This is an optimization exercise on Yosys and OpenROAD, whose aim is small area, a short achievable clock period and few clock cycles per item, not a production implementation.
The RTL was checked by simulation tests, not by an equivalence proof against the original design.

==> design/flow/config.mk <==
export PLATFORM = sky130hd
export DESIGN_NAME = radix_string_to_integer_unit
export DESIGN_NICKNAME = radix_string_to_integer_unit
export VERILOG_FILES = /design/flow/design.v
export SDC_FILE = /design/flow/constraint.sdc
export NUM_CORES = 4
export LEC_CHECK = 0
export ABC_AREA = 1
export CAP_MARGIN = 20
export CORE_MARGIN = 2
export CORE_UTILIZATION = 55
export PLACE_DENSITY = 0.7
export SETUP_SLACK_MARGIN = 2.5
export SLEW_MARGIN = 20
==> design/flow/constraint.sdc <==
create_clock -name core_clock -period 6.5 [get_ports {i_clk}]
set_input_delay 1.3000 -clock core_clock [delete_from_list [all_inputs] [get_ports {i_clk}]]
set_output_delay 1.3000 -clock core_clock [all_outputs]
set_load 0.01 [all_outputs]
==> design/flow/design.v <==
package rsti_pkg;
    localparam int MAX_DIGITS = 16;
    localparam int IDX_W      = 4;
    localparam int CNT_W      = 5;
    localparam int VAL_W      = 64;
    localparam int LO_W       = 32;
    localparam int Q_DEPTH    = 2;
    localparam int Q_PTR_W    = 1;
    localparam int Q_CNT_W    = 2;
    localparam logic [7:0] CH_MINUS = 8'h2D;
    localparam logic [7:0] CH_PLUS  = 8'h2B;
    localparam logic [7:0] CH_SPACE = 8'h20;
    localparam logic [7:0] CH_LF    = 8'h0A;
    localparam logic [7:0] CH_TAB   = 8'h09;
    localparam logic [7:0] CH_CR    = 8'h0D;
    localparam logic [7:0] CH_VT    = 8'h0B;
    localparam logic [7:0] CH_FF    = 8'h0C;
    localparam logic [7:0] CH_NUL   = 8'h00;
    localparam logic [1:0] REG_RADIX       = 2'd0;
    localparam logic [1:0] REG_DIGIT_COUNT = 2'd1;
    localparam logic [1:0] REG_DIGITS_LOW  = 2'd2;
    localparam logic [1:0] REG_DIGITS_HIGH = 2'd3;
    localparam logic [4:0]  RST_RADIX       = 5'd10;
    localparam logic [4:0]  RST_DIGIT_COUNT = 5'd10;
    localparam logic [63:0] RST_DIGITS_LOW  = 64'h3736_3534_3332_3130;
    localparam logic [63:0] RST_DIGITS_HIGH = 64'h0000_0000_0000_3938;
    typedef enum logic [1:0] {
        PH_WS   = 2'd0,
        PH_SIGN = 2'd1,
        PH_DIG  = 2'd2,
        PH_DONE = 2'd3
    } t_phase;
    typedef struct packed {
        logic             first;
        logic             space;
        logic             minus;
        logic             plus;
        logic             hit;
        logic [3:0]       idx;
    } t_tok;
    function automatic logic [7:0] booth(input logic [4:0] r);
        logic one0, two0, neg0, one1, two1, neg1, one2, two2;
        one0 = r[0];
        two0 = r[1] && !r[0];
        neg0 = r[1];
        one1 = r[1] ^ r[2];
        two1 = (r[3:1] == 3'b011) || (r[3:1] == 3'b100);
        neg1 = r[3] && !(r[2] && r[1]);
        one2 = r[3] ^ r[4];
        two2 = r[3] && r[4];
        booth = {two2, one2, neg1, two1, one1, neg0, two0, one0};
    endfunction
endpackage
module rsti_front (
    input  logic                        i_clk,
    input  logic                        i_rst_n,
    input  logic                        i_valid,
    output logic                        o_ready,
    input  logic [7:0]                  i_ch,
    input  logic                        i_first,
    input  logic [rsti_pkg::CNT_W-1:0]  i_digit_count,
    input  logic [2*rsti_pkg::VAL_W-1:0] i_alphabet,
    output logic                        o_qvalid,
    output rsti_pkg::t_tok              o_qtok,
    input  logic                        i_qpop
);
    rsti_pkg::t_tok                     w_tok;
    rsti_pkg::t_tok                     r_tok;
    logic                               r_tvalid;
    logic [7:0]                         w_entry;
    logic                               w_big;
    logic                               w_nul;
    always_comb begin
        w_big       = i_digit_count[4];
        w_nul       = (i_ch == rsti_pkg::CH_NUL);
        w_tok.first = i_first;
        w_tok.space = (i_ch == rsti_pkg::CH_SPACE) || (i_ch == rsti_pkg::CH_LF) ||
                      (i_ch == rsti_pkg::CH_TAB) || (i_ch == rsti_pkg::CH_CR) ||
                      (i_ch == rsti_pkg::CH_VT) || (i_ch == rsti_pkg::CH_FF);
        w_tok.minus = (i_ch == rsti_pkg::CH_MINUS);
        w_tok.plus  = (i_ch == rsti_pkg::CH_PLUS);
        w_tok.hit   = 1'b0;
        w_tok.idx   = '0;
        w_entry     = '0;
        for (int k = rsti_pkg::MAX_DIGITS - 1; k >= 0; k--) begin
            w_entry = i_alphabet[8*k +: 8];
            if ((w_big || (4'(k) < i_digit_count[3:0])) && !w_nul && (w_entry == i_ch)) begin
                w_tok.hit = 1'b1;
                w_tok.idx = rsti_pkg::IDX_W'(k);
            end
        end
    end
    assign o_ready  = i_qpop;
    assign o_qvalid = r_tvalid;
    assign o_qtok   = r_tok;
    always_ff @(posedge i_clk) begin
        if (i_qpop) begin
            r_tok <= w_tok;
        end
    end
    always_ff @(posedge i_clk) begin
        if (!i_rst_n) begin
            r_tvalid <= 1'b0;
        end else if (i_qpop) begin
            r_tvalid <= i_valid;
        end
    end
endmodule
module rsti_back (
    input  logic                          i_clk,
    input  logic                          i_rst_n,
    input  logic                          i_qvalid,
    input  rsti_pkg::t_tok                i_qtok,
    output logic                          o_qpop,
    input  logic [7:0]                    i_booth,
    input  logic [4:0]                    i_rm1,
    output logic                          o_valid,
    input  logic                          i_ready,
    output logic signed [rsti_pkg::VAL_W-1:0] o_value
);
    localparam int LO_W = rsti_pkg::LO_W;
    localparam int HI_W = rsti_pkg::VAL_W - LO_W;
    rsti_pkg::t_phase               r_phase;
    rsti_pkg::t_phase               n_phase;
    rsti_pkg::t_phase               w_ph;
    logic                           r_par;
    logic                           n_par;
    logic                           w_par;
    logic [LO_W-1:0]                r_lo;
    logic [HI_W-1:0]                r_hi;
    logic [LO_W-1:0]                w_lo_mac;
    logic                           w_lo_c;
    logic [4:0]                     w_lo_ca;
    logic [4:0]                     w_lo_cb;
    logic [4:0]                     w_carry;
    logic [HI_W-1:0]                w_hi_mac;
    logic [5:0]                     w_f;
    logic [LO_W-1:0]                w_lo_ld;
    logic [HI_W-1:0]                w_hi_ld;
    logic [4:0]                     r_ca;
    logic [4:0]                     r_cb;
    logic                           r_c;
    logic                           r_hmac;
    logic                           r_oval;
    logic                           w_run;
    logic                           w_pop;
    logic                           w_pre;
    logic                           w_emit;
    logic                           w_dig;
    logic                           w_rz;
    logic                           w_mac;
    logic                           w_load;
    logic                           w_lo_load;
    logic                           w_lo_step;
    logic                           w_lo_keep;
    logic                           w_hi_step;
    logic                           w_hi_keep;
    logic [LO_W-1:0]                w_lo_next;
    logic [HI_W-1:0]                w_hi_next;
    assign w_run   = !r_oval || i_ready;
    assign w_pop   = i_qvalid && w_run;
    assign o_qpop  = w_run;
    assign o_valid = r_oval;
    assign o_value = {r_hi, r_lo} ^ {rsti_pkg::VAL_W{r_par}};
    always_comb begin
        w_ph   = i_qtok.first ? rsti_pkg::PH_WS : r_phase;
        w_par  = i_qtok.first ? 1'b0 : r_par;
        w_pre  = (w_ph == rsti_pkg::PH_WS) || (w_ph == rsti_pkg::PH_SIGN);
        w_emit = 1'b0;
        w_dig  = 1'b0;
        n_phase = w_ph;
        n_par   = w_par;
        if (w_ph == rsti_pkg::PH_DONE) begin
            n_phase = rsti_pkg::PH_DONE;
        end else if ((w_ph == rsti_pkg::PH_WS) && i_qtok.space) begin
            n_phase = rsti_pkg::PH_WS;
        end else if (w_pre && i_qtok.minus) begin
            n_phase = rsti_pkg::PH_SIGN;
            n_par   = ~w_par;
        end else if (w_pre && i_qtok.plus) begin
            n_phase = rsti_pkg::PH_SIGN;
        end else if (i_qtok.hit) begin
            w_dig   = 1'b1;
            n_phase = rsti_pkg::PH_DIG;
        end else begin
            w_emit  = 1'b1;
            n_phase = rsti_pkg::PH_DONE;
        end
    end
    always_comb begin
        w_rz    = !(i_booth[0] || i_booth[1] || i_booth[3] || i_booth[4] ||
                    i_booth[6] || i_booth[7]);
        w_mac   = w_dig && !i_qtok.first && !w_rz;
        w_load  = i_qtok.first || (w_pre && i_qtok.minus) || (w_dig && w_rz);
        w_f     = 6'(i_qtok.idx) + (r_par ? 6'(i_rm1) : 6'd0);
        if (w_dig) begin
            w_lo_ld = w_par ? {{(LO_W-4){i_qtok.idx == '0}}, i_qtok.idx - 4'd1}
                            : LO_W'(i_qtok.idx);
            w_hi_ld = {HI_W{w_par && (i_qtok.idx == '0)}};
        end else begin
            w_lo_ld = {LO_W{n_par}};
            w_hi_ld = {HI_W{n_par}};
        end
    end
    rsti_mac_lo u_mac_lo (
        .i_v (r_lo),
        .i_b (i_booth),
        .i_f (w_f),
        .o_y (w_lo_mac),
        .o_c (w_lo_c),
        .o_ca (w_lo_ca),
        .o_cb (w_lo_cb)
    );
    assign w_carry = r_ca + r_cb + 5'(r_c);
    rsti_mac_hi u_mac_hi (
        .i_v (r_hi),
        .i_b (i_booth),
        .i_c (w_carry),
        .o_y (w_hi_mac)
    );
    always_comb begin
        w_lo_load = w_pop && w_load;
        w_lo_step = w_pop && w_mac;
        w_lo_keep = !(w_lo_load || w_lo_step);
        w_hi_step = r_hmac && !w_lo_load;
        w_hi_keep = !(w_lo_load || w_hi_step);
        w_lo_next = ({LO_W{w_lo_load}} & w_lo_ld) | ({LO_W{w_lo_step}} & w_lo_mac) |
                    ({LO_W{w_lo_keep}} & r_lo);
        w_hi_next = ({HI_W{w_lo_load}} & w_hi_ld) | ({HI_W{w_hi_step}} & w_hi_mac) |
                    ({HI_W{w_hi_keep}} & r_hi);
    end
    always_ff @(posedge i_clk) begin
        r_lo <= w_lo_next;
        r_hi <= w_hi_next;
        r_ca <= w_lo_ca;
        r_cb <= w_lo_cb;
        r_c  <= w_lo_c;
    end
    always_ff @(posedge i_clk) begin
        if (!i_rst_n) begin
            r_phase <= rsti_pkg::PH_DONE;
            r_par   <= 1'b0;
            r_oval  <= 1'b0;
            r_hmac  <= 1'b0;
        end else begin
            if (w_pop && w_emit) begin
                r_oval <= 1'b1;
            end else if (i_ready) begin
                r_oval <= 1'b0;
            end
            if (w_pop) begin
                r_phase <= n_phase;
                r_par   <= n_par;
            end
            r_hmac <= w_pop && w_mac;
        end
    end
endmodule
module rsti_mac_lo (
    input  logic [31:0] i_v,
    input  logic [7:0] i_b,
    input  logic [5:0] i_f,
    output logic [31:0] o_y,
    output logic o_c,
    output logic [4:0] o_ca,
    output logic [4:0] o_cb
);
    logic t0;
    logic t1;
    logic t2;
    logic t3;
    logic t4;
    logic t5;
    logic t6;
    logic t7;
    logic t8;
    logic t9;
    logic t10;
    logic t11;
    logic t12;
    logic t13;
    logic t14;
    logic t15;
    logic t16;
    logic t17;
    logic t18;
    logic t19;
    logic t20;
    logic t21;
    logic t22;
    logic t23;
    logic t24;
    logic t25;
    logic t26;
    logic t27;
    logic t28;
    logic t29;
    logic t30;
    logic t31;
    logic t32;
    logic t33;
    logic t34;
    logic t35;
    logic t36;
    logic t37;
    logic t38;
    logic t39;
    logic t40;
    logic t41;
    logic t42;
    logic t43;
    logic t44;
    logic t45;
    logic t46;
    logic t47;
    logic t48;
    logic t49;
    logic t50;
    logic t51;
    logic t52;
    logic t53;
    logic t54;
    logic t55;
    logic t56;
    logic t57;
    logic t58;
    logic t59;
    logic t60;
    logic t61;
    logic t62;
    logic t63;
    logic t64;
    logic t65;
    logic t66;
    logic t67;
    logic t68;
    logic t69;
    logic t70;
    logic t71;
    logic t72;
    logic t73;
    logic t74;
    logic t75;
    logic t76;
    logic t77;
    logic t78;
    logic t79;
    logic t80;
    logic t81;
    logic t82;
    logic t83;
    logic t84;
    logic t85;
    logic t86;
    logic t87;
    logic t88;
    logic t89;
    logic t90;
    logic t91;
    logic t92;
    logic t93;
    logic t94;
    logic t95;
    logic t96;
    logic t97;
    logic t98;
    logic t99;
    logic t100;
    logic t101;
    logic t102;
    logic t103;
    logic t104;
    logic t105;
    logic t106;
    logic t107;
    logic t108;
    logic t109;
    logic t110;
    logic t111;
    logic t112;
    logic t113;
    logic t114;
    logic t115;
    logic t116;
    logic t117;
    logic t118;
    logic t119;
    logic t120;
    logic t121;
    logic t122;
    logic t123;
    logic t124;
    logic t125;
    logic t126;
    logic t127;
    logic t128;
    logic t129;
    logic t130;
    logic t131;
    logic t132;
    logic t133;
    logic t134;
    logic t135;
    logic t136;
    logic t137;
    logic t138;
    logic t139;
    logic t140;
    logic t141;
    logic t142;
    logic t143;
    logic t144;
    logic t145;
    logic t146;
    logic t147;
    logic t148;
    logic t149;
    logic t150;
    logic t151;
    logic t152;
    logic t153;
    logic t154;
    logic t155;
    logic t156;
    logic t157;
    logic t158;
    logic t159;
    logic t160;
    logic t161;
    logic t162;
    logic t163;
    logic t164;
    logic t165;
    logic t166;
    logic t167;
    logic t168;
    logic t169;
    logic t170;
    logic t171;
    logic t172;
    logic t173;
    logic t174;
    logic t175;
    logic t176;
    logic t177;
    logic t178;
    logic t179;
    logic t180;
    logic t181;
    logic t182;
    logic t183;
    logic t184;
    logic t185;
    logic t186;
    logic t187;
    logic t188;
    logic t189;
    logic t190;
    logic t191;
    logic t192;
    logic t193;
    logic t194;
    logic t195;
    logic t196;
    logic t197;
    logic t198;
    logic t199;
    logic t200;
    logic t201;
    logic t202;
    logic t203;
    logic t204;
    logic t205;
    logic t206;
    logic t207;
    logic t208;
    logic t209;
    logic t210;
    logic t211;
    logic t212;
    logic t213;
    logic t214;
    logic t215;
    logic t216;
    logic t217;
    logic t218;
    logic t219;
    logic t220;
    logic t221;
    logic t222;
    logic t223;
    logic t224;
    logic t225;
    logic t226;
    logic t227;
    logic t228;
    logic t229;
    logic t230;
    logic t231;
    logic t232;
    logic t233;
    logic t234;
    logic t235;
    logic t236;
    logic t237;
    logic t238;
    logic t239;
    logic t240;
    logic t241;
    logic t242;
    assign t0 = ((i_b[0] & i_v[0])) ^ i_b[2];
    assign t1 = ((i_b[0] & i_v[1]) | (i_b[1] & i_v[0])) ^ i_b[2];
    assign t2 = ((i_b[0] & i_v[2]) | (i_b[1] & i_v[1])) ^ i_b[2];
    assign t3 = ((i_b[0] & i_v[3]) | (i_b[1] & i_v[2])) ^ i_b[2];
    assign t4 = ((i_b[0] & i_v[4]) | (i_b[1] & i_v[3])) ^ i_b[2];
    assign t5 = ((i_b[0] & i_v[5]) | (i_b[1] & i_v[4])) ^ i_b[2];
    assign t6 = ((i_b[0] & i_v[6]) | (i_b[1] & i_v[5])) ^ i_b[2];
    assign t7 = ((i_b[0] & i_v[7]) | (i_b[1] & i_v[6])) ^ i_b[2];
    assign t8 = ((i_b[0] & i_v[8]) | (i_b[1] & i_v[7])) ^ i_b[2];
    assign t9 = ((i_b[0] & i_v[9]) | (i_b[1] & i_v[8])) ^ i_b[2];
    assign t10 = ((i_b[0] & i_v[10]) | (i_b[1] & i_v[9])) ^ i_b[2];
    assign t11 = ((i_b[0] & i_v[11]) | (i_b[1] & i_v[10])) ^ i_b[2];
    assign t12 = ((i_b[0] & i_v[12]) | (i_b[1] & i_v[11])) ^ i_b[2];
    assign t13 = ((i_b[0] & i_v[13]) | (i_b[1] & i_v[12])) ^ i_b[2];
    assign t14 = ((i_b[0] & i_v[14]) | (i_b[1] & i_v[13])) ^ i_b[2];
    assign t15 = ((i_b[0] & i_v[15]) | (i_b[1] & i_v[14])) ^ i_b[2];
    assign t16 = ((i_b[0] & i_v[16]) | (i_b[1] & i_v[15])) ^ i_b[2];
    assign t17 = ((i_b[0] & i_v[17]) | (i_b[1] & i_v[16])) ^ i_b[2];
    assign t18 = ((i_b[0] & i_v[18]) | (i_b[1] & i_v[17])) ^ i_b[2];
    assign t19 = ((i_b[0] & i_v[19]) | (i_b[1] & i_v[18])) ^ i_b[2];
    assign t20 = ((i_b[0] & i_v[20]) | (i_b[1] & i_v[19])) ^ i_b[2];
    assign t21 = ((i_b[0] & i_v[21]) | (i_b[1] & i_v[20])) ^ i_b[2];
    assign t22 = ((i_b[0] & i_v[22]) | (i_b[1] & i_v[21])) ^ i_b[2];
    assign t23 = ((i_b[0] & i_v[23]) | (i_b[1] & i_v[22])) ^ i_b[2];
    assign t24 = ((i_b[0] & i_v[24]) | (i_b[1] & i_v[23])) ^ i_b[2];
    assign t25 = ((i_b[0] & i_v[25]) | (i_b[1] & i_v[24])) ^ i_b[2];
    assign t26 = ((i_b[0] & i_v[26]) | (i_b[1] & i_v[25])) ^ i_b[2];
    assign t27 = ((i_b[0] & i_v[27]) | (i_b[1] & i_v[26])) ^ i_b[2];
    assign t28 = ((i_b[0] & i_v[28]) | (i_b[1] & i_v[27])) ^ i_b[2];
    assign t29 = ((i_b[0] & i_v[29]) | (i_b[1] & i_v[28])) ^ i_b[2];
    assign t30 = ((i_b[0] & i_v[30]) | (i_b[1] & i_v[29])) ^ i_b[2];
    assign t31 = ((i_b[0] & i_v[31]) | (i_b[1] & i_v[30])) ^ i_b[2];
    assign t32 = ((i_b[1] & i_v[31])) ^ i_b[2];
    assign t33 = ((i_b[3] & i_v[0])) ^ i_b[5];
    assign t34 = ((i_b[3] & i_v[1]) | (i_b[4] & i_v[0])) ^ i_b[5];
    assign t35 = ((i_b[3] & i_v[2]) | (i_b[4] & i_v[1])) ^ i_b[5];
    assign t36 = ((i_b[3] & i_v[3]) | (i_b[4] & i_v[2])) ^ i_b[5];
    assign t37 = ((i_b[3] & i_v[4]) | (i_b[4] & i_v[3])) ^ i_b[5];
    assign t38 = ((i_b[3] & i_v[5]) | (i_b[4] & i_v[4])) ^ i_b[5];
    assign t39 = ((i_b[3] & i_v[6]) | (i_b[4] & i_v[5])) ^ i_b[5];
    assign t40 = ((i_b[3] & i_v[7]) | (i_b[4] & i_v[6])) ^ i_b[5];
    assign t41 = ((i_b[3] & i_v[8]) | (i_b[4] & i_v[7])) ^ i_b[5];
    assign t42 = ((i_b[3] & i_v[9]) | (i_b[4] & i_v[8])) ^ i_b[5];
    assign t43 = ((i_b[3] & i_v[10]) | (i_b[4] & i_v[9])) ^ i_b[5];
    assign t44 = ((i_b[3] & i_v[11]) | (i_b[4] & i_v[10])) ^ i_b[5];
    assign t45 = ((i_b[3] & i_v[12]) | (i_b[4] & i_v[11])) ^ i_b[5];
    assign t46 = ((i_b[3] & i_v[13]) | (i_b[4] & i_v[12])) ^ i_b[5];
    assign t47 = ((i_b[3] & i_v[14]) | (i_b[4] & i_v[13])) ^ i_b[5];
    assign t48 = ((i_b[3] & i_v[15]) | (i_b[4] & i_v[14])) ^ i_b[5];
    assign t49 = ((i_b[3] & i_v[16]) | (i_b[4] & i_v[15])) ^ i_b[5];
    assign t50 = ((i_b[3] & i_v[17]) | (i_b[4] & i_v[16])) ^ i_b[5];
    assign t51 = ((i_b[3] & i_v[18]) | (i_b[4] & i_v[17])) ^ i_b[5];
    assign t52 = ((i_b[3] & i_v[19]) | (i_b[4] & i_v[18])) ^ i_b[5];
    assign t53 = ((i_b[3] & i_v[20]) | (i_b[4] & i_v[19])) ^ i_b[5];
    assign t54 = ((i_b[3] & i_v[21]) | (i_b[4] & i_v[20])) ^ i_b[5];
    assign t55 = ((i_b[3] & i_v[22]) | (i_b[4] & i_v[21])) ^ i_b[5];
    assign t56 = ((i_b[3] & i_v[23]) | (i_b[4] & i_v[22])) ^ i_b[5];
    assign t57 = ((i_b[3] & i_v[24]) | (i_b[4] & i_v[23])) ^ i_b[5];
    assign t58 = ((i_b[3] & i_v[25]) | (i_b[4] & i_v[24])) ^ i_b[5];
    assign t59 = ((i_b[3] & i_v[26]) | (i_b[4] & i_v[25])) ^ i_b[5];
    assign t60 = ((i_b[3] & i_v[27]) | (i_b[4] & i_v[26])) ^ i_b[5];
    assign t61 = ((i_b[3] & i_v[28]) | (i_b[4] & i_v[27])) ^ i_b[5];
    assign t62 = ((i_b[3] & i_v[29]) | (i_b[4] & i_v[28])) ^ i_b[5];
    assign t63 = ((i_b[3] & i_v[30]) | (i_b[4] & i_v[29])) ^ i_b[5];
    assign t64 = ((i_b[3] & i_v[31]) | (i_b[4] & i_v[30])) ^ i_b[5];
    assign t65 = ((i_b[4] & i_v[31])) ^ i_b[5];
    assign t66 = (i_b[6] & i_v[0]);
    assign t67 = (i_b[6] & i_v[1]) | (i_b[7] & i_v[0]);
    assign t68 = (i_b[6] & i_v[2]) | (i_b[7] & i_v[1]);
    assign t69 = (i_b[6] & i_v[3]) | (i_b[7] & i_v[2]);
    assign t70 = (i_b[6] & i_v[4]) | (i_b[7] & i_v[3]);
    assign t71 = (i_b[6] & i_v[5]) | (i_b[7] & i_v[4]);
    assign t72 = (i_b[6] & i_v[6]) | (i_b[7] & i_v[5]);
    assign t73 = (i_b[6] & i_v[7]) | (i_b[7] & i_v[6]);
    assign t74 = (i_b[6] & i_v[8]) | (i_b[7] & i_v[7]);
    assign t75 = (i_b[6] & i_v[9]) | (i_b[7] & i_v[8]);
    assign t76 = (i_b[6] & i_v[10]) | (i_b[7] & i_v[9]);
    assign t77 = (i_b[6] & i_v[11]) | (i_b[7] & i_v[10]);
    assign t78 = (i_b[6] & i_v[12]) | (i_b[7] & i_v[11]);
    assign t79 = (i_b[6] & i_v[13]) | (i_b[7] & i_v[12]);
    assign t80 = (i_b[6] & i_v[14]) | (i_b[7] & i_v[13]);
    assign t81 = (i_b[6] & i_v[15]) | (i_b[7] & i_v[14]);
    assign t82 = (i_b[6] & i_v[16]) | (i_b[7] & i_v[15]);
    assign t83 = (i_b[6] & i_v[17]) | (i_b[7] & i_v[16]);
    assign t84 = (i_b[6] & i_v[18]) | (i_b[7] & i_v[17]);
    assign t85 = (i_b[6] & i_v[19]) | (i_b[7] & i_v[18]);
    assign t86 = (i_b[6] & i_v[20]) | (i_b[7] & i_v[19]);
    assign t87 = (i_b[6] & i_v[21]) | (i_b[7] & i_v[20]);
    assign t88 = (i_b[6] & i_v[22]) | (i_b[7] & i_v[21]);
    assign t89 = (i_b[6] & i_v[23]) | (i_b[7] & i_v[22]);
    assign t90 = (i_b[6] & i_v[24]) | (i_b[7] & i_v[23]);
    assign t91 = (i_b[6] & i_v[25]) | (i_b[7] & i_v[24]);
    assign t92 = (i_b[6] & i_v[26]) | (i_b[7] & i_v[25]);
    assign t93 = (i_b[6] & i_v[27]) | (i_b[7] & i_v[26]);
    assign t94 = (i_b[6] & i_v[28]) | (i_b[7] & i_v[27]);
    assign t95 = (i_b[6] & i_v[29]) | (i_b[7] & i_v[28]);
    assign t96 = (i_b[6] & i_v[30]) | (i_b[7] & i_v[29]);
    assign t97 = (i_b[6] & i_v[31]) | (i_b[7] & i_v[30]);
    assign t98 = (i_b[7] & i_v[31]);
    assign t99 = t2 ^ t33;
    assign t100 = t2 & t33;
    assign t101 = t3 ^ t34;
    assign t102 = t3 & t34;
    assign t103 = t4 ^ t35 ^ t66;
    assign t104 = (t4 & t35) | (t4 & t66) | (t35 & t66);
    assign t105 = t5 ^ t36 ^ t67;
    assign t106 = (t5 & t36) | (t5 & t67) | (t36 & t67);
    assign t107 = t6 ^ t37;
    assign t108 = t6 & t37;
    assign t109 = t7 ^ t38;
    assign t110 = t7 & t38;
    assign t111 = t8 ^ t39;
    assign t112 = t8 & t39;
    assign t113 = t9 ^ t40;
    assign t114 = t9 & t40;
    assign t115 = t10 ^ t41;
    assign t116 = t10 & t41;
    assign t117 = t11 ^ t42;
    assign t118 = t11 & t42;
    assign t119 = t12 ^ t43;
    assign t120 = t12 & t43;
    assign t121 = t13 ^ t44;
    assign t122 = t13 & t44;
    assign t123 = t14 ^ t45;
    assign t124 = t14 & t45;
    assign t125 = t15 ^ t46;
    assign t126 = t15 & t46;
    assign t127 = t16 ^ t47;
    assign t128 = t16 & t47;
    assign t129 = t17 ^ t48;
    assign t130 = t17 & t48;
    assign t131 = t18 ^ t49;
    assign t132 = t18 & t49;
    assign t133 = t19 ^ t50;
    assign t134 = t19 & t50;
    assign t135 = t20 ^ t51;
    assign t136 = t20 & t51;
    assign t137 = t21 ^ t52;
    assign t138 = t21 & t52;
    assign t139 = t22 ^ t53;
    assign t140 = t22 & t53;
    assign t141 = t23 ^ t54;
    assign t142 = t23 & t54;
    assign t143 = t24 ^ t55;
    assign t144 = t24 & t55;
    assign t145 = t25 ^ t56;
    assign t146 = t25 & t56;
    assign t147 = t26 ^ t57;
    assign t148 = t26 & t57;
    assign t149 = t27 ^ t58;
    assign t150 = t27 & t58;
    assign t151 = t28 ^ t59;
    assign t152 = t28 & t59;
    assign t153 = t29 ^ t60;
    assign t154 = t29 & t60;
    assign t155 = t30 ^ t61;
    assign t156 = t30 & t61;
    assign t157 = t31 ^ t62;
    assign t158 = t31 & t62;
    assign t159 = t32 ^ t63;
    assign t160 = t32 & t63;
    assign t161 = i_b[2] ^ t64;
    assign t162 = i_b[2] & t64;
    assign t163 = i_b[2] ^ t65;
    assign t164 = i_b[2] & t65;
    assign t165 = i_b[2] ^ i_b[5];
    assign t166 = i_b[2] & i_b[5];
    assign t167 = i_b[2] ^ i_b[5];
    assign t168 = i_b[2] & i_b[5];
    assign t169 = t0 ^ i_b[2];
    assign t170 = t0 & i_b[2];
    assign t171 = t1 ^ i_f[1];
    assign t172 = t1 & i_f[1];
    assign t173 = t99 ^ i_b[5] ^ i_f[2];
    assign t174 = (t99 & i_b[5]) | (t99 & i_f[2]) | (i_b[5] & i_f[2]);
    assign t175 = t100 ^ t101 ^ i_f[3];
    assign t176 = (t100 & t101) | (t100 & i_f[3]) | (t101 & i_f[3]);
    assign t177 = t102 ^ t103 ^ i_f[4];
    assign t178 = (t102 & t103) | (t102 & i_f[4]) | (t103 & i_f[4]);
    assign t179 = t104 ^ t105 ^ i_f[5];
    assign t180 = (t104 & t105) | (t104 & i_f[5]) | (t105 & i_f[5]);
    assign t181 = t106 ^ t107 ^ t68;
    assign t182 = (t106 & t107) | (t106 & t68) | (t107 & t68);
    assign t183 = t108 ^ t109 ^ t69;
    assign t184 = (t108 & t109) | (t108 & t69) | (t109 & t69);
    assign t185 = t110 ^ t111 ^ t70;
    assign t186 = (t110 & t111) | (t110 & t70) | (t111 & t70);
    assign t187 = t112 ^ t113 ^ t71;
    assign t188 = (t112 & t113) | (t112 & t71) | (t113 & t71);
    assign t189 = t114 ^ t115 ^ t72;
    assign t190 = (t114 & t115) | (t114 & t72) | (t115 & t72);
    assign t191 = t116 ^ t117 ^ t73;
    assign t192 = (t116 & t117) | (t116 & t73) | (t117 & t73);
    assign t193 = t118 ^ t119 ^ t74;
    assign t194 = (t118 & t119) | (t118 & t74) | (t119 & t74);
    assign t195 = t120 ^ t121 ^ t75;
    assign t196 = (t120 & t121) | (t120 & t75) | (t121 & t75);
    assign t197 = t122 ^ t123 ^ t76;
    assign t198 = (t122 & t123) | (t122 & t76) | (t123 & t76);
    assign t199 = t124 ^ t125 ^ t77;
    assign t200 = (t124 & t125) | (t124 & t77) | (t125 & t77);
    assign t201 = t126 ^ t127 ^ t78;
    assign t202 = (t126 & t127) | (t126 & t78) | (t127 & t78);
    assign t203 = t128 ^ t129 ^ t79;
    assign t204 = (t128 & t129) | (t128 & t79) | (t129 & t79);
    assign t205 = t130 ^ t131 ^ t80;
    assign t206 = (t130 & t131) | (t130 & t80) | (t131 & t80);
    assign t207 = t132 ^ t133 ^ t81;
    assign t208 = (t132 & t133) | (t132 & t81) | (t133 & t81);
    assign t209 = t134 ^ t135 ^ t82;
    assign t210 = (t134 & t135) | (t134 & t82) | (t135 & t82);
    assign t211 = t136 ^ t137 ^ t83;
    assign t212 = (t136 & t137) | (t136 & t83) | (t137 & t83);
    assign t213 = t138 ^ t139 ^ t84;
    assign t214 = (t138 & t139) | (t138 & t84) | (t139 & t84);
    assign t215 = t140 ^ t141 ^ t85;
    assign t216 = (t140 & t141) | (t140 & t85) | (t141 & t85);
    assign t217 = t142 ^ t143 ^ t86;
    assign t218 = (t142 & t143) | (t142 & t86) | (t143 & t86);
    assign t219 = t144 ^ t145 ^ t87;
    assign t220 = (t144 & t145) | (t144 & t87) | (t145 & t87);
    assign t221 = t146 ^ t147 ^ t88;
    assign t222 = (t146 & t147) | (t146 & t88) | (t147 & t88);
    assign t223 = t148 ^ t149 ^ t89;
    assign t224 = (t148 & t149) | (t148 & t89) | (t149 & t89);
    assign t225 = t150 ^ t151 ^ t90;
    assign t226 = (t150 & t151) | (t150 & t90) | (t151 & t90);
    assign t227 = t152 ^ t153 ^ t91;
    assign t228 = (t152 & t153) | (t152 & t91) | (t153 & t91);
    assign t229 = t154 ^ t155 ^ t92;
    assign t230 = (t154 & t155) | (t154 & t92) | (t155 & t92);
    assign t231 = t156 ^ t157 ^ t93;
    assign t232 = (t156 & t157) | (t156 & t93) | (t157 & t93);
    assign t233 = t158 ^ t159 ^ t94;
    assign t234 = (t158 & t159) | (t158 & t94) | (t159 & t94);
    assign t235 = t160 ^ t161 ^ t95;
    assign t236 = (t160 & t161) | (t160 & t95) | (t161 & t95);
    assign t237 = t162 ^ t163 ^ t96;
    assign t238 = (t162 & t163) | (t162 & t96) | (t163 & t96);
    assign t239 = t164 ^ t165 ^ t97;
    assign t240 = (t164 & t165) | (t164 & t97) | (t165 & t97);
    assign t241 = t166 ^ t167 ^ t98;
    assign t242 = (t166 & t167) | (t166 & t98) | (t167 & t98);
    assign {o_c, o_y} = {1'b0, t230, t228, t226, t224, t222, t220, t218, t216, t214, t212, t210, t208, t206, t204, t202, t200, t198, t196, t194, t192, t190, t188, t186, t184, t182, t180, t178, t176, t174, t172, t170, t169} + {1'b0, t231, t229, t227, t225, t223, t221, t219, t217, t215, t213, t211, t209, t207, t205, t203, t201, t199, t197, t195, t193, t191, t189, t187, t185, t183, t181, t179, t177, t175, t173, t171, i_f[0]};
    assign o_ca = {t240, t238, t236, t234, t232};
    assign o_cb = {t241, t239, t237, t235, t233};
endmodule
module rsti_mac_hi (
    input  logic [31:0] i_v,
    input  logic [7:0] i_b,
    input  logic [4:0] i_c,
    output logic [31:0] o_y
);
    logic t0;
    logic t1;
    logic t2;
    logic t3;
    logic t4;
    logic t5;
    logic t6;
    logic t7;
    logic t8;
    logic t9;
    logic t10;
    logic t11;
    logic t12;
    logic t13;
    logic t14;
    logic t15;
    logic t16;
    logic t17;
    logic t18;
    logic t19;
    logic t20;
    logic t21;
    logic t22;
    logic t23;
    logic t24;
    logic t25;
    logic t26;
    logic t27;
    logic t28;
    logic t29;
    logic t30;
    logic t31;
    logic t32;
    logic t33;
    logic t34;
    logic t35;
    logic t36;
    logic t37;
    logic t38;
    logic t39;
    logic t40;
    logic t41;
    logic t42;
    logic t43;
    logic t44;
    logic t45;
    logic t46;
    logic t47;
    logic t48;
    logic t49;
    logic t50;
    logic t51;
    logic t52;
    logic t53;
    logic t54;
    logic t55;
    logic t56;
    logic t57;
    logic t58;
    logic t59;
    logic t60;
    logic t61;
    logic t62;
    logic t63;
    logic t64;
    logic t65;
    logic t66;
    logic t67;
    logic t68;
    logic t69;
    logic t70;
    logic t71;
    logic t72;
    logic t73;
    logic t74;
    logic t75;
    logic t76;
    logic t77;
    logic t78;
    logic t79;
    logic t80;
    logic t81;
    logic t82;
    logic t83;
    logic t84;
    logic t85;
    logic t86;
    logic t87;
    logic t88;
    logic t89;
    logic t90;
    logic t91;
    logic t92;
    logic t93;
    logic t94;
    logic t95;
    logic t96;
    logic t97;
    logic t98;
    logic t99;
    logic t100;
    logic t101;
    logic t102;
    logic t103;
    logic t104;
    logic t105;
    logic t106;
    logic t107;
    logic t108;
    logic t109;
    logic t110;
    logic t111;
    logic t112;
    logic t113;
    logic t114;
    logic t115;
    logic t116;
    logic t117;
    logic t118;
    logic t119;
    logic t120;
    logic t121;
    logic t122;
    logic t123;
    logic t124;
    logic t125;
    logic t126;
    logic t127;
    logic t128;
    logic t129;
    logic t130;
    logic t131;
    logic t132;
    logic t133;
    logic t134;
    logic t135;
    logic t136;
    logic t137;
    logic t138;
    logic t139;
    logic t140;
    logic t141;
    logic t142;
    logic t143;
    logic t144;
    logic t145;
    logic t146;
    logic t147;
    logic t148;
    logic t149;
    logic t150;
    logic t151;
    logic t152;
    logic t153;
    logic t154;
    logic t155;
    logic t156;
    logic t157;
    logic t158;
    logic t159;
    logic t160;
    logic t161;
    logic t162;
    logic t163;
    logic t164;
    logic t165;
    logic t166;
    logic t167;
    logic t168;
    logic t169;
    logic t170;
    logic t171;
    logic t172;
    logic t173;
    logic t174;
    logic t175;
    logic t176;
    logic t177;
    logic t178;
    logic t179;
    logic t180;
    logic t181;
    logic t182;
    logic t183;
    logic t184;
    logic t185;
    logic t186;
    logic t187;
    logic t188;
    logic t189;
    logic t190;
    logic t191;
    logic t192;
    logic t193;
    logic t194;
    logic t195;
    logic t196;
    logic t197;
    logic t198;
    logic t199;
    logic t200;
    logic t201;
    logic t202;
    logic t203;
    logic t204;
    logic t205;
    logic t206;
    logic t207;
    logic t208;
    logic t209;
    logic t210;
    logic t211;
    logic t212;
    logic t213;
    assign t0 = ((i_b[0] & i_v[0])) ^ i_b[2];
    assign t1 = ((i_b[0] & i_v[1]) | (i_b[1] & i_v[0])) ^ i_b[2];
    assign t2 = ((i_b[0] & i_v[2]) | (i_b[1] & i_v[1])) ^ i_b[2];
    assign t3 = ((i_b[0] & i_v[3]) | (i_b[1] & i_v[2])) ^ i_b[2];
    assign t4 = ((i_b[0] & i_v[4]) | (i_b[1] & i_v[3])) ^ i_b[2];
    assign t5 = ((i_b[0] & i_v[5]) | (i_b[1] & i_v[4])) ^ i_b[2];
    assign t6 = ((i_b[0] & i_v[6]) | (i_b[1] & i_v[5])) ^ i_b[2];
    assign t7 = ((i_b[0] & i_v[7]) | (i_b[1] & i_v[6])) ^ i_b[2];
    assign t8 = ((i_b[0] & i_v[8]) | (i_b[1] & i_v[7])) ^ i_b[2];
    assign t9 = ((i_b[0] & i_v[9]) | (i_b[1] & i_v[8])) ^ i_b[2];
    assign t10 = ((i_b[0] & i_v[10]) | (i_b[1] & i_v[9])) ^ i_b[2];
    assign t11 = ((i_b[0] & i_v[11]) | (i_b[1] & i_v[10])) ^ i_b[2];
    assign t12 = ((i_b[0] & i_v[12]) | (i_b[1] & i_v[11])) ^ i_b[2];
    assign t13 = ((i_b[0] & i_v[13]) | (i_b[1] & i_v[12])) ^ i_b[2];
    assign t14 = ((i_b[0] & i_v[14]) | (i_b[1] & i_v[13])) ^ i_b[2];
    assign t15 = ((i_b[0] & i_v[15]) | (i_b[1] & i_v[14])) ^ i_b[2];
    assign t16 = ((i_b[0] & i_v[16]) | (i_b[1] & i_v[15])) ^ i_b[2];
    assign t17 = ((i_b[0] & i_v[17]) | (i_b[1] & i_v[16])) ^ i_b[2];
    assign t18 = ((i_b[0] & i_v[18]) | (i_b[1] & i_v[17])) ^ i_b[2];
    assign t19 = ((i_b[0] & i_v[19]) | (i_b[1] & i_v[18])) ^ i_b[2];
    assign t20 = ((i_b[0] & i_v[20]) | (i_b[1] & i_v[19])) ^ i_b[2];
    assign t21 = ((i_b[0] & i_v[21]) | (i_b[1] & i_v[20])) ^ i_b[2];
    assign t22 = ((i_b[0] & i_v[22]) | (i_b[1] & i_v[21])) ^ i_b[2];
    assign t23 = ((i_b[0] & i_v[23]) | (i_b[1] & i_v[22])) ^ i_b[2];
    assign t24 = ((i_b[0] & i_v[24]) | (i_b[1] & i_v[23])) ^ i_b[2];
    assign t25 = ((i_b[0] & i_v[25]) | (i_b[1] & i_v[24])) ^ i_b[2];
    assign t26 = ((i_b[0] & i_v[26]) | (i_b[1] & i_v[25])) ^ i_b[2];
    assign t27 = ((i_b[0] & i_v[27]) | (i_b[1] & i_v[26])) ^ i_b[2];
    assign t28 = ((i_b[0] & i_v[28]) | (i_b[1] & i_v[27])) ^ i_b[2];
    assign t29 = ((i_b[0] & i_v[29]) | (i_b[1] & i_v[28])) ^ i_b[2];
    assign t30 = ((i_b[0] & i_v[30]) | (i_b[1] & i_v[29])) ^ i_b[2];
    assign t31 = ((i_b[0] & i_v[31]) | (i_b[1] & i_v[30])) ^ i_b[2];
    assign t32 = ((i_b[3] & i_v[0])) ^ i_b[5];
    assign t33 = ((i_b[3] & i_v[1]) | (i_b[4] & i_v[0])) ^ i_b[5];
    assign t34 = ((i_b[3] & i_v[2]) | (i_b[4] & i_v[1])) ^ i_b[5];
    assign t35 = ((i_b[3] & i_v[3]) | (i_b[4] & i_v[2])) ^ i_b[5];
    assign t36 = ((i_b[3] & i_v[4]) | (i_b[4] & i_v[3])) ^ i_b[5];
    assign t37 = ((i_b[3] & i_v[5]) | (i_b[4] & i_v[4])) ^ i_b[5];
    assign t38 = ((i_b[3] & i_v[6]) | (i_b[4] & i_v[5])) ^ i_b[5];
    assign t39 = ((i_b[3] & i_v[7]) | (i_b[4] & i_v[6])) ^ i_b[5];
    assign t40 = ((i_b[3] & i_v[8]) | (i_b[4] & i_v[7])) ^ i_b[5];
    assign t41 = ((i_b[3] & i_v[9]) | (i_b[4] & i_v[8])) ^ i_b[5];
    assign t42 = ((i_b[3] & i_v[10]) | (i_b[4] & i_v[9])) ^ i_b[5];
    assign t43 = ((i_b[3] & i_v[11]) | (i_b[4] & i_v[10])) ^ i_b[5];
    assign t44 = ((i_b[3] & i_v[12]) | (i_b[4] & i_v[11])) ^ i_b[5];
    assign t45 = ((i_b[3] & i_v[13]) | (i_b[4] & i_v[12])) ^ i_b[5];
    assign t46 = ((i_b[3] & i_v[14]) | (i_b[4] & i_v[13])) ^ i_b[5];
    assign t47 = ((i_b[3] & i_v[15]) | (i_b[4] & i_v[14])) ^ i_b[5];
    assign t48 = ((i_b[3] & i_v[16]) | (i_b[4] & i_v[15])) ^ i_b[5];
    assign t49 = ((i_b[3] & i_v[17]) | (i_b[4] & i_v[16])) ^ i_b[5];
    assign t50 = ((i_b[3] & i_v[18]) | (i_b[4] & i_v[17])) ^ i_b[5];
    assign t51 = ((i_b[3] & i_v[19]) | (i_b[4] & i_v[18])) ^ i_b[5];
    assign t52 = ((i_b[3] & i_v[20]) | (i_b[4] & i_v[19])) ^ i_b[5];
    assign t53 = ((i_b[3] & i_v[21]) | (i_b[4] & i_v[20])) ^ i_b[5];
    assign t54 = ((i_b[3] & i_v[22]) | (i_b[4] & i_v[21])) ^ i_b[5];
    assign t55 = ((i_b[3] & i_v[23]) | (i_b[4] & i_v[22])) ^ i_b[5];
    assign t56 = ((i_b[3] & i_v[24]) | (i_b[4] & i_v[23])) ^ i_b[5];
    assign t57 = ((i_b[3] & i_v[25]) | (i_b[4] & i_v[24])) ^ i_b[5];
    assign t58 = ((i_b[3] & i_v[26]) | (i_b[4] & i_v[25])) ^ i_b[5];
    assign t59 = ((i_b[3] & i_v[27]) | (i_b[4] & i_v[26])) ^ i_b[5];
    assign t60 = ((i_b[3] & i_v[28]) | (i_b[4] & i_v[27])) ^ i_b[5];
    assign t61 = ((i_b[3] & i_v[29]) | (i_b[4] & i_v[28])) ^ i_b[5];
    assign t62 = (i_b[6] & i_v[0]);
    assign t63 = (i_b[6] & i_v[1]) | (i_b[7] & i_v[0]);
    assign t64 = (i_b[6] & i_v[2]) | (i_b[7] & i_v[1]);
    assign t65 = (i_b[6] & i_v[3]) | (i_b[7] & i_v[2]);
    assign t66 = (i_b[6] & i_v[4]) | (i_b[7] & i_v[3]);
    assign t67 = (i_b[6] & i_v[5]) | (i_b[7] & i_v[4]);
    assign t68 = (i_b[6] & i_v[6]) | (i_b[7] & i_v[5]);
    assign t69 = (i_b[6] & i_v[7]) | (i_b[7] & i_v[6]);
    assign t70 = (i_b[6] & i_v[8]) | (i_b[7] & i_v[7]);
    assign t71 = (i_b[6] & i_v[9]) | (i_b[7] & i_v[8]);
    assign t72 = (i_b[6] & i_v[10]) | (i_b[7] & i_v[9]);
    assign t73 = (i_b[6] & i_v[11]) | (i_b[7] & i_v[10]);
    assign t74 = (i_b[6] & i_v[12]) | (i_b[7] & i_v[11]);
    assign t75 = (i_b[6] & i_v[13]) | (i_b[7] & i_v[12]);
    assign t76 = (i_b[6] & i_v[14]) | (i_b[7] & i_v[13]);
    assign t77 = (i_b[6] & i_v[15]) | (i_b[7] & i_v[14]);
    assign t78 = (i_b[6] & i_v[16]) | (i_b[7] & i_v[15]);
    assign t79 = (i_b[6] & i_v[17]) | (i_b[7] & i_v[16]);
    assign t80 = (i_b[6] & i_v[18]) | (i_b[7] & i_v[17]);
    assign t81 = (i_b[6] & i_v[19]) | (i_b[7] & i_v[18]);
    assign t82 = (i_b[6] & i_v[20]) | (i_b[7] & i_v[19]);
    assign t83 = (i_b[6] & i_v[21]) | (i_b[7] & i_v[20]);
    assign t84 = (i_b[6] & i_v[22]) | (i_b[7] & i_v[21]);
    assign t85 = (i_b[6] & i_v[23]) | (i_b[7] & i_v[22]);
    assign t86 = (i_b[6] & i_v[24]) | (i_b[7] & i_v[23]);
    assign t87 = (i_b[6] & i_v[25]) | (i_b[7] & i_v[24]);
    assign t88 = (i_b[6] & i_v[26]) | (i_b[7] & i_v[25]);
    assign t89 = (i_b[6] & i_v[27]) | (i_b[7] & i_v[26]);
    assign t90 = t2 ^ t32;
    assign t91 = t2 & t32;
    assign t92 = t3 ^ t33;
    assign t93 = t3 & t33;
    assign t94 = t4 ^ t34 ^ t62;
    assign t95 = (t4 & t34) | (t4 & t62) | (t34 & t62);
    assign t96 = t5 ^ t35;
    assign t97 = t5 & t35;
    assign t98 = t6 ^ t36;
    assign t99 = t6 & t36;
    assign t100 = t7 ^ t37;
    assign t101 = t7 & t37;
    assign t102 = t8 ^ t38;
    assign t103 = t8 & t38;
    assign t104 = t9 ^ t39;
    assign t105 = t9 & t39;
    assign t106 = t10 ^ t40;
    assign t107 = t10 & t40;
    assign t108 = t11 ^ t41;
    assign t109 = t11 & t41;
    assign t110 = t12 ^ t42;
    assign t111 = t12 & t42;
    assign t112 = t13 ^ t43;
    assign t113 = t13 & t43;
    assign t114 = t14 ^ t44;
    assign t115 = t14 & t44;
    assign t116 = t15 ^ t45;
    assign t117 = t15 & t45;
    assign t118 = t16 ^ t46;
    assign t119 = t16 & t46;
    assign t120 = t17 ^ t47;
    assign t121 = t17 & t47;
    assign t122 = t18 ^ t48;
    assign t123 = t18 & t48;
    assign t124 = t19 ^ t49;
    assign t125 = t19 & t49;
    assign t126 = t20 ^ t50;
    assign t127 = t20 & t50;
    assign t128 = t21 ^ t51;
    assign t129 = t21 & t51;
    assign t130 = t22 ^ t52;
    assign t131 = t22 & t52;
    assign t132 = t23 ^ t53;
    assign t133 = t23 & t53;
    assign t134 = t24 ^ t54;
    assign t135 = t24 & t54;
    assign t136 = t25 ^ t55;
    assign t137 = t25 & t55;
    assign t138 = t26 ^ t56;
    assign t139 = t26 & t56;
    assign t140 = t27 ^ t57;
    assign t141 = t27 & t57;
    assign t142 = t28 ^ t58;
    assign t143 = t28 & t58;
    assign t144 = t29 ^ t59;
    assign t145 = t29 & t59;
    assign t146 = t30 ^ t60;
    assign t147 = t30 & t60;
    assign t148 = t31 ^ t61;
    assign t149 = t31 & t61;
    assign t150 = t0 ^ i_b[2];
    assign t151 = t0 & i_b[2];
    assign t152 = t1 ^ i_c[1];
    assign t153 = t1 & i_c[1];
    assign t154 = t90 ^ i_b[5] ^ i_c[2];
    assign t155 = (t90 & i_b[5]) | (t90 & i_c[2]) | (i_b[5] & i_c[2]);
    assign t156 = t91 ^ t92 ^ i_c[3];
    assign t157 = (t91 & t92) | (t91 & i_c[3]) | (t92 & i_c[3]);
    assign t158 = t93 ^ t94 ^ i_c[4];
    assign t159 = (t93 & t94) | (t93 & i_c[4]) | (t94 & i_c[4]);
    assign t160 = t95 ^ t96 ^ t63;
    assign t161 = (t95 & t96) | (t95 & t63) | (t96 & t63);
    assign t162 = t97 ^ t98 ^ t64;
    assign t163 = (t97 & t98) | (t97 & t64) | (t98 & t64);
    assign t164 = t99 ^ t100 ^ t65;
    assign t165 = (t99 & t100) | (t99 & t65) | (t100 & t65);
    assign t166 = t101 ^ t102 ^ t66;
    assign t167 = (t101 & t102) | (t101 & t66) | (t102 & t66);
    assign t168 = t103 ^ t104 ^ t67;
    assign t169 = (t103 & t104) | (t103 & t67) | (t104 & t67);
    assign t170 = t105 ^ t106 ^ t68;
    assign t171 = (t105 & t106) | (t105 & t68) | (t106 & t68);
    assign t172 = t107 ^ t108 ^ t69;
    assign t173 = (t107 & t108) | (t107 & t69) | (t108 & t69);
    assign t174 = t109 ^ t110 ^ t70;
    assign t175 = (t109 & t110) | (t109 & t70) | (t110 & t70);
    assign t176 = t111 ^ t112 ^ t71;
    assign t177 = (t111 & t112) | (t111 & t71) | (t112 & t71);
    assign t178 = t113 ^ t114 ^ t72;
    assign t179 = (t113 & t114) | (t113 & t72) | (t114 & t72);
    assign t180 = t115 ^ t116 ^ t73;
    assign t181 = (t115 & t116) | (t115 & t73) | (t116 & t73);
    assign t182 = t117 ^ t118 ^ t74;
    assign t183 = (t117 & t118) | (t117 & t74) | (t118 & t74);
    assign t184 = t119 ^ t120 ^ t75;
    assign t185 = (t119 & t120) | (t119 & t75) | (t120 & t75);
    assign t186 = t121 ^ t122 ^ t76;
    assign t187 = (t121 & t122) | (t121 & t76) | (t122 & t76);
    assign t188 = t123 ^ t124 ^ t77;
    assign t189 = (t123 & t124) | (t123 & t77) | (t124 & t77);
    assign t190 = t125 ^ t126 ^ t78;
    assign t191 = (t125 & t126) | (t125 & t78) | (t126 & t78);
    assign t192 = t127 ^ t128 ^ t79;
    assign t193 = (t127 & t128) | (t127 & t79) | (t128 & t79);
    assign t194 = t129 ^ t130 ^ t80;
    assign t195 = (t129 & t130) | (t129 & t80) | (t130 & t80);
    assign t196 = t131 ^ t132 ^ t81;
    assign t197 = (t131 & t132) | (t131 & t81) | (t132 & t81);
    assign t198 = t133 ^ t134 ^ t82;
    assign t199 = (t133 & t134) | (t133 & t82) | (t134 & t82);
    assign t200 = t135 ^ t136 ^ t83;
    assign t201 = (t135 & t136) | (t135 & t83) | (t136 & t83);
    assign t202 = t137 ^ t138 ^ t84;
    assign t203 = (t137 & t138) | (t137 & t84) | (t138 & t84);
    assign t204 = t139 ^ t140 ^ t85;
    assign t205 = (t139 & t140) | (t139 & t85) | (t140 & t85);
    assign t206 = t141 ^ t142 ^ t86;
    assign t207 = (t141 & t142) | (t141 & t86) | (t142 & t86);
    assign t208 = t143 ^ t144 ^ t87;
    assign t209 = (t143 & t144) | (t143 & t87) | (t144 & t87);
    assign t210 = t145 ^ t146 ^ t88;
    assign t211 = (t145 & t146) | (t145 & t88) | (t146 & t88);
    assign t212 = t147 ^ t148 ^ t89;
    assign t213 = (t147 & t148) | (t147 & t89) | (t148 & t89);
    assign o_y = {t211, t209, t207, t205, t203, t201, t199, t197, t195, t193, t191, t189, t187, t185, t183, t181, t179, t177, t175, t173, t171, t169, t167, t165, t163, t161, t159, t157, t155, t153, t151, t150} + {t212, t210, t208, t206, t204, t202, t200, t198, t196, t194, t192, t190, t188, t186, t184, t182, t180, t178, t176, t174, t172, t170, t168, t166, t164, t162, t160, t158, t156, t154, t152, i_c[0]};
endmodule
module radix_string_to_integer_unit (
    input  logic                              i_clk,
    input  logic                              i_rst_n,
    input  logic                              i_valid,
    output logic                              o_ready,
    input  logic [7:0]                        i_ch,
    input  logic                              i_first,
    output logic                              o_valid,
    input  logic                              i_ready,
    output logic signed [rsti_pkg::VAL_W-1:0] o_value,
    input  logic                              i_cfg_we,
    input  logic [1:0]                        i_cfg_idx,
    input  logic [rsti_pkg::VAL_W-1:0]        i_cfg_data
);
    logic [7:0]                  r_booth;
    logic [4:0]                  r_rm1;
    logic [rsti_pkg::CNT_W-1:0]  r_digit_count;
    logic [rsti_pkg::VAL_W-1:0]  r_digits_low;
    logic [rsti_pkg::VAL_W-1:0]  r_digits_high;
    logic                        w_qvalid;
    rsti_pkg::t_tok              w_qtok;
    logic                        w_qpop;
    always_ff @(posedge i_clk) begin
        if (!i_rst_n) begin
            r_booth       <= rsti_pkg::booth(rsti_pkg::RST_RADIX);
            r_rm1         <= rsti_pkg::RST_RADIX - 5'd1;
            r_digit_count <= rsti_pkg::RST_DIGIT_COUNT;
            r_digits_low  <= rsti_pkg::RST_DIGITS_LOW;
            r_digits_high <= rsti_pkg::RST_DIGITS_HIGH;
        end else if (i_cfg_we) begin
            case (i_cfg_idx)
                rsti_pkg::REG_RADIX: begin
                    r_booth <= rsti_pkg::booth(i_cfg_data[4:0]);
                    r_rm1   <= i_cfg_data[4:0] - 5'd1;
                end
                rsti_pkg::REG_DIGIT_COUNT: r_digit_count <= i_cfg_data[4:0];
                rsti_pkg::REG_DIGITS_LOW:  r_digits_low  <= i_cfg_data;
                rsti_pkg::REG_DIGITS_HIGH: r_digits_high <= i_cfg_data;
                default: begin
                end
            endcase
        end
    end
    rsti_front u_front (
        .i_clk         (i_clk),
        .i_rst_n       (i_rst_n),
        .i_valid       (i_valid),
        .o_ready       (o_ready),
        .i_ch          (i_ch),
        .i_first       (i_first),
        .i_digit_count (r_digit_count),
        .i_alphabet    ({r_digits_high, r_digits_low}),
        .o_qvalid      (w_qvalid),
        .o_qtok        (w_qtok),
        .i_qpop        (w_qpop)
    );
    rsti_back u_back (
        .i_clk    (i_clk),
        .i_rst_n  (i_rst_n),
        .i_qvalid (w_qvalid),
        .i_qtok   (w_qtok),
        .o_qpop   (w_qpop),
        .i_booth  (r_booth),
        .i_rm1    (r_rm1),
        .o_valid  (o_valid),
        .i_ready  (i_ready),
        .o_value  (o_value)
    );
endmodule
==> design/flow/flow/run.sh <==
#!/bin/bash
# Own flow: the standard layout (standard.sh, unchanged synthesis), with
# two changes: every input and output port still gets its own buffer, but a
# plain sky130_fd_sc_hd__buf_1 rather than the delay cell buffer_ports picks
# by itself; and clock tree synthesis adds no dummy loads. standard.sh's
# output goes to standard.log; each ORFS step keeps its own log under
# orfs/logs/.
set -euo pipefail
bash standard.sh "BUFFER_PORTS_ARGS=-buffer_cell sky130_fd_sc_hd__buf_1" \
  "CTS_ARGS=-sink_clustering_enable -repair_clock_nets -dont_use_dummy_load" \
  finish > standard.log 2>&1
==> design/flow/standard.sh <==
#!/bin/bash
# synth_recipe.tcl (not shown) runs the flow's synth.tcl, then flattens the netlist and writes it again
# the make line also repeats each setting of config.mk as NAME=value (left out here)
make -C /OpenROAD-flow-scripts/flow DESIGN_CONFIG=/design/flow/config.mk WORK_HOME=/design/flow/orfs CLKGATE_MAP_FILE= SYNTH_SCRIPT=/design/flow/synth_recipe.tcl "${@:-finish}"
==> results.yml <==
grt:
  first_pass_grt_wire_length_mm: 93.1
  gr-usage-all-layers_pct: 31.7
  grt_start_max_net_pins: 95
  leftover_overflow_at_the_end_of_global_routing: 0
  initial_antenna_violation_count: 2
  via_count_of_the_first_global_routing_pass: 17800
synth:
  async_reset_ff_share_pct: 0
  synth_area_leaders: "sky130_fd_sc_hd__dfxtp_1 23%, sky130_fd_sc_hd__xor2_1 11%, sky130_fd_sc_hd__ha_1 9.0%, sky130_fd_sc_hd__nand2_1 7.6%, sky130_fd_sc_hd__fa_1 7.2%"
  synth_enable_flop_cells: 9
  synth.lib_cells_used.distinct: 58
  synth.most_common_cell: "sky130_fd_sc_hd__nand2_1"
  ys_seq_area_share_pct: 24.9
  synth.top_cells.by_count: "391 x sky130_fd_sc_hd__nand2_1, 270 x sky130_fd_sc_hd__inv_1, 254 x sky130_fd_sc_hd__xor2_1, 227 x sky130_fd_sc_hd__dfxtp_1, 195 x sky130_fd_sc_hd__a21oi_1"
  synth.area.mux_share_pct: 0
  yosys_most_used_dff: "sky130_fd_sc_hd__dfxtp_1"
  yosys.area_share.xor_xnor_pct: 12.7
  post_synth_inst_count: 2600
  yosys_register_bits: 236
  post_synth_fa_ha_maj_area_fraction_pct: 16.3
  post_synth.cell_area_avg_um2: 7.44
  post_synth_and_or_nand_nor_area_fraction_pct: 16.7
  synth_top_family_by_area: "compound AO/OA/AOI/OAI gates"
  mappedNetlistNets: 2889
  yosys_warnings: 3
  post_synthesis_cell_type_with_the_largest_combined_area: "sky130_fd_sc_hd__dfxtp_1"
  synth_compound_area_share_pct: 20.7
  netlist_area_um2: 19300
  synth_top_area_share_pct: 23.5
drt:
  detailedRoute.firstPassIterationCount: 9
  wl_per_cell_um: 19.0
  avgViaCountPerCell: 5.94
  first_iter_violations: 1520
  dr_total_vias: 18700
  postRouteWirelength_mm: 60.1
  drt.antenna.violating_nets: 0
  drt_drc_violations_left: 0
worst_setup_path:
  required_ns: 6.99
  critPathKind: "flop to flop"
  crit_top_cell: "sky130_fd_sc_hd__nand2_1"
  worstSetupStartpointType: "flop"
  critical_path_peak_fanout: 12
  critical-path-max-stage-delay_ns: 0.47
  critical_path_arrival_ns: 4.35
  setup.worst_path.end_class: "flop"
  sequence_of_cells_on_the_critical_path: "clkinv_16, o22ai_1, xor2_1, ha_1, fa_1, ha_1, a21oi_1, nand2_1, a21oi_2, or2_4, nand2_2, nand2_1, nand2_2, nand2_1, inv_2, nor2_4, o21bai_4, nand2_1, nand2_1, nand2_1, nand2_1, o21bai_1"
  crit_path_top_delay_cell: "sky130_fd_sc_hd__fa_1"
final_layout:
  layout-area-overhead-vs-synth_pct: 11.9
  antenna_diodes: 0
  combined_flip_flop_and_latch_cell_area_um2: 4840
  fillcell_total: 3199
  nNetsFinal: 2994
  instances_no_fill: 3158
  final_layout_size_suffix_gt1_share_pct: 7.58
  multi_input_area_um2: 13200
sta:
  final_clock_period_utilization_by_the_worst_path_pct: 59.4
  finalWorstPathRequiredPeriod_ns: 3.86
  setup_violators_final: 0
  grt_setup_unrepaired: "yes"
  timing.clock.skew_ns: 0.0310
  final-hold-violation-count: 0
  slew_worst_pin_ns: 0.952
  whs_ns: 0.458
  relSlewSlack_pct: 36.6
  timing.final.max_slew_violations: 0
  max_freq_mhz: 259
  setup-tns-final_ns: 0
run_status:
  run_status: "complete, no violations"
placed_design:
  port_buffers: 145
  gp_routability_congestion: 0.976
  detailedPlacementHpwl_mm: 40.4
  placed_cells_incl_taps: 3093
clock_tree:
  clkLatencyLatePin_ns: 0.58
  clock_path_buffers: 3
  htreeDepth: 1
  tritoncts: "done"
  cts_inserted_buffers: 29
  worst_setup_hold_path_clk_slew_ns: 0.06
  root_buffer: "sky130_fd_sc_hd__clkbuf_16"
  cts.sinks: 236
run:
  drv.max_cap_violation_count: 0
floorplanning:
  core_um2: 34600
  die_area_um2: 36700
  floorplan.die.height_um: 192
  initial_standard_cell_utilization_of_the_core_pct: 55.9
  ios: 146
  rows: 68
  die-width_um: 192
hold_path:
  hold_path_class: "flop to flop"
## repair_timing
item                       CTS  global route
pin swaps                    8            21
buffers inserted            14            15
gates cloned                 1             6
setup endpoints to repair   54            33
resized for setup           42            73
hold buffers                 0             0
## sequential cells by signal, indices dropped and copies added (netlist names)
signal / cells
u_back.r_ca: 5
u_front.r_tok: 9
r_digits_low: 64
u_back.r_par: 1
r_rm1: 5
u_back.r_oval: 1
u_back.r_hmac: 1
r_booth: 8
u_back.r_phase: 2
r_digit_count: 5
u_back.r_lo: 32
u_back.r_hi: 32
u_front.r_tvalid: 1
u_back.r_cb: 5
r_digits_high: 64
u_back.r_c: 1
## cell families (layout without fill, tap and decap cells)
logic type | after synthesis | count (layout)
AO/OA/AOI/OAI | 687 | 687
XOR/XNOR | 281 | 281
adder cells (fa/ha/maj) | 210 | 210
buffers and inverters | 425 | 528
flip-flops | 236 | 236
AND/OR/NAND/NOR | 761 | 761
## final timing paths
path / start / end / slack [ns] / depth (start not counted)
setup / recovery: r_booth[0]$_SDFFE_PN0P_ / u_back.r_lo[25]$_DFF_P_ / 2.64 / 22
hold / removal: r_rm1[0]$_SDFFE_PN1P_ / r_rm1[0]$_SDFFE_PN1P_ / 0.46 / 1
setup reg to reg: r_booth[0]$_SDFFE_PN0P_ / u_back.r_lo[25]$_DFF_P_ / 2.64 / 22
hold reg to reg: r_rm1[0]$_SDFFE_PN1P_ / r_rm1[0]$_SDFFE_PN1P_ / 0.46 / 1
## per-layer routing
layer	wire length, um	GRT usage, %	part of all wire (%)	vias up
li1	-	-	-	9027
met1	25000	39.4	42	8838
met2	28300	54.3	47	704
met3	4240	5.95	7.1	170
met4	2460	11.6	4.1	4
met5	29	0	0.048	-
## per-stage QoR
step | utilization, % | setup WS (ns) | instance area (um^2)
floorplan | - | 2.51 | 19400
global placement | 58.1 | 1.71 | 20100
detailed placement | 58.1 | 1.63 | 20100
CTS | 61.0 | 2.50 | 21100
global route | 62.5 | 2.39 | 21600
finish | 62.5 | 2.64 | 21600
## worst max-delay path: cells and delay by family, from the launching register on
family	cells	cell delay, ns
AO/OA/AOI/OAI	5	0.89
AND/OR/NAND/NOR	11	1.01
adder cells (fa/ha/maj)	3	1.10
flip-flops	1	0.44
XOR/XNOR	1	0.21
buffers and inverters	2	0.15
## layout make-up
cell class	instances	area share [%]
tap	455	2.63
sequential	236	22.4
timing repair buffer	200	4.94
clock buffer	29	3.35
timing repair inverter	7	0.295
multi-input combinational	1939	61.0
inverter	292	5.38
## cells in the final DEF (no fill, tap or decap), types with 29 or more instances in the layout
cell type | Yosys | routed
sky130_fd_sc_hd__nand2_1 | 391 | 384
sky130_fd_sc_hd__o21ai_0 | 176 | 170
sky130_fd_sc_hd__xor2_1 | 254 | 250
sky130_fd_sc_hd__nor2_1 | 182 | 181
sky130_fd_sc_hd__ha_1 | 139 | 130
sky130_fd_sc_hd__inv_1 | 270 | 264
sky130_fd_sc_hd__o211ai_1 | 46 | 46
sky130_fd_sc_hd__nand4_1 | 37 | 37
sky130_fd_sc_hd__nand3_1 | 78 | 78
sky130_fd_sc_hd__a21oi_1 | 195 | 183
sky130_fd_sc_hd__dfxtp_1 | 227 | 219
sky130_fd_sc_hd__fa_1 | 70 | 69
sky130_fd_sc_hd__buf_1 | 10 | 144
sky130_fd_sc_hd__clkbuf_16 | 0 | 29
sky130_fd_sc_hd__o22ai_1 | 180 | 174
sky130_fd_sc_hd__buf_4 | 6 | 43
Testbench counts, summed over its fixed seeds: cycles 18,815, items 18,783.

==> port drivers added, routing unchanged <==
The results above use ideal ports. As a check the final layout listed here was re-extracted and re-timed, cells and wires unchanged. Step 1 sets driving cells, clkbuf_16 on the clock port and buf_2 on the other inputs (assumed; they add their load-dependent delay and slew). Step 2 also shifts input and output timing later by t, the mid clock arrival at the registers, as if the neighbouring blocks saw the same clock. Slacks: ideal ports / drivers / drivers and shift; pairs: ideal ports / drivers.
t, ns: 0.623
setup WS [ns]: 2.638 / 2.638 / 2.198
worst setup path after step 2: input to register
After both steps this run still meets setup and hold. The setup slack of this run moves by 0.000 ns with the drivers and by -0.440 ns with both steps.
